This design comes from an exercise in tuning for small area on the open sky130 flow, not from production work.
Function was checked by simulation only, so behaviour that the tests miss may differ from the original.
No activity file was given, so power comes from the tool's default toggle rates.

== build 21 ==
// reg_file_sb
module reg_file_sb (
  input  logic        clk,
  input  logic        rst_n,
  input  logic [4:0]  rd_addr_1,
  output logic [31:0] rd_data_1,
  output logic        rd_pend_1,
  input  logic [4:0]  rd_addr_2,
  output logic [31:0] rd_data_2,
  output logic        rd_pend_2,
  input  logic        wr_en,
  input  logic [4:0]  wr_addr,
  input  logic [31:0] wr_data,
  input  logic        issue_en,
  input  logic [4:0]  issue_addr,
  input  logic        clr_req,
  output logic        clr_busy
);
export LEC_CHECK = 0
export CAP_MARGIN = 20
export CORE_MARGIN = 2
export CORE_UTILIZATION = 40
export SLEW_MARGIN = 20
export SYNTH_HIERARCHICAL = 1
create_clock -name core_clock -period 12.0 [get_ports {clk}]
standard.sh (not shown) runs the stock make flow with config.mk's settings and CLKGATE_MAP_FILE= SYNTH_SCRIPT=/design/flow/synth_recipe.tcl, a recipe that flattens the netlist after the stock synthesis.
==> flow/flow/run.sh <==
#!/bin/bash
# The standard ORFS layout, with two changes: the port buffers are the
# smallest buffer cell, and CTS clusters the flip-flops into groups of at most
# 20 within 80 um, drives each group with one clkbuf_16 and inserts no dummy
# loads. The make output goes to flow_make.log here; each ORFS step also keeps
# its own log under orfs/logs.
set -euo pipefail
export CTS_ARGS="-sink_clustering_enable -repair_clock_nets -sink_clustering_size 20 -sink_clustering_max_diameter 80 -buf_list sky130_fd_sc_hd__clkbuf_16 -dont_use_dummy_load"
export BUFFER_PORTS_ARGS="-buffer_cell sky130_fd_sc_hd__buf_1"
bash standard.sh finish > flow_make.log 2>&1
#### Input delta (build 39 over build 21)
==> flow/flow/run.sh <==
#!/bin/bash
# The standard ORFS layout, with two changes: the port buffers are the
# smallest buffer cell, and CTS clusters the flip-flops into groups of at most
# 26 within 90 um, drives each group with one clkbuf_16 and inserts no dummy
# loads. The make output goes to flow_make.log here; each ORFS step also keeps
# its own log under orfs/logs.
set -euo pipefail
export CTS_ARGS="-sink_clustering_enable -repair_clock_nets -sink_clustering_size 26 -sink_clustering_max_diameter 90 -buf_list sky130_fd_sc_hd__clkbuf_16 -dont_use_dummy_load"
export BUFFER_PORTS_ARGS="-buffer_cell sky130_fd_sc_hd__buf_1"
bash standard.sh finish > flow_make.log 2>&1
Delta (build 39 minus build 21): cell count of the worst reg-to-reg path -1; maximum frequency +about 0.38%; number of cells after detailed placement ~0 delta; routed wire length ~0 delta; power share of the combinational group +0.3 points.
Between build 39 and build 21, the final instance count without filler cells figures differ only marginally.
On global-route wire length before repair, build 21 tracks build 39 almost exactly.
The sequential share of layout area of build 39 is higher than that of build 21.
The following lists how build 11 was set up differently from build 39:
==> flow/flow/run.sh <==
#!/bin/bash
# The standard ORFS layout, with two changes: the port buffers are the
# smallest buffer cell, and CTS clusters the flip-flops into groups of at most
# 12 within 50 um, drives each group with one clkbuf_8 and inserts no dummy
# loads. The make output goes to flow_make.log here; each ORFS step also keeps
# its own log under orfs/logs.
set -euo pipefail
export CTS_ARGS="-sink_clustering_enable -repair_clock_nets -sink_clustering_size 12 -sink_clustering_max_diameter 50 -buf_list sky130_fd_sc_hd__clkbuf_8 -dont_use_dummy_load"
export BUFFER_PORTS_ARGS="-buffer_cell sky130_fd_sc_hd__buf_1"
bash standard.sh finish > flow_make.log 2>&1
- Re setup slack: build 11 is 81 ps down on build 39.
- Delta (build 11 minus build 39): first-pass iteration count of the detailed router climbed 6; fmax -0.91 MHz; count of non-CTS buffers in the layout grew by 1.
For build 5, these inputs were changed with respect to build 11:
==> flow/run.sh (new file) <==
#!/bin/bash
# synth_recipe.tcl (not shown) runs the flow's synth.tcl, then flattens the netlist and writes it again
# the make line also repeats each setting of config.mk as NAME=value (left out here)
make -C /OpenROAD-flow-scripts/flow DESIGN_CONFIG=/design/flow/config.mk WORK_HOME=/design/flow/orfs CLKGATE_MAP_FILE= SYNTH_SCRIPT=/design/flow/synth_recipe.tcl finish
removed: flow/flow/run.sh
removed: flow/standard.sh
==> comparison <==
- Build 5: all stages complete, timing, DRC and antenna checks passed
- Build 5 ends up with lower worst slew margin relative to its limit than build 11 does.
- Weighted congestion at the end of routability-driven global placement, build 11 and build 5, higher one = build 11.
- Comparing build 11 and build 5, the lower sequential group share of total power is on build 5.
- Compared with build 11, build 5 shows a lower register fraction of the total cell area.
- In build 5, the share of the clock period used by the worst path after layout came out 5.9 points above the value in build 11.
- met3 layer wire length in the routed design was lower in build 11 than in build 5.

re-timing with driven ports:
In the flow no input, the clock included, has a driving cell. The finished layouts below were timed again as built, in two steps. Step 1 sets driving cells, clkbuf_16 on the clock port and buf_2 on the other inputs (assumed; they add their load-dependent delay and slew). Step 2 adds t to the input delays and takes it off the output delays; t is the mean of the earliest and latest rising clock arrival at the registers after step 1. Input paths then give back, and output paths get back, about the clock's delay inside the block. a / b / c = no drivers / after step 1 / after step 2; a / b = the first two.
| run | shift t [ns] | setup slack, ns | worst setup path at the end | latest minus earliest clock arrival (ns) |
|---|---|---|---|---|
| build 21 | 0.749 | 2.587 / 2.565 / 2.565 | input to output | 0.062 / 0.062 |
| build 39 | 0.726 | 2.622 / 2.601 / 2.601 | input to output | 0.074 / 0.074 |
| build 11 | 0.813 | 2.541 / 2.519 / 2.519 | input to output | 0.119 / 0.120 |
| build 5 | 0.780 | 1.838 / 1.817 / 1.817 | input to output | 0.037 / 0.037 |
After both steps every run listed still meets setup and hold.
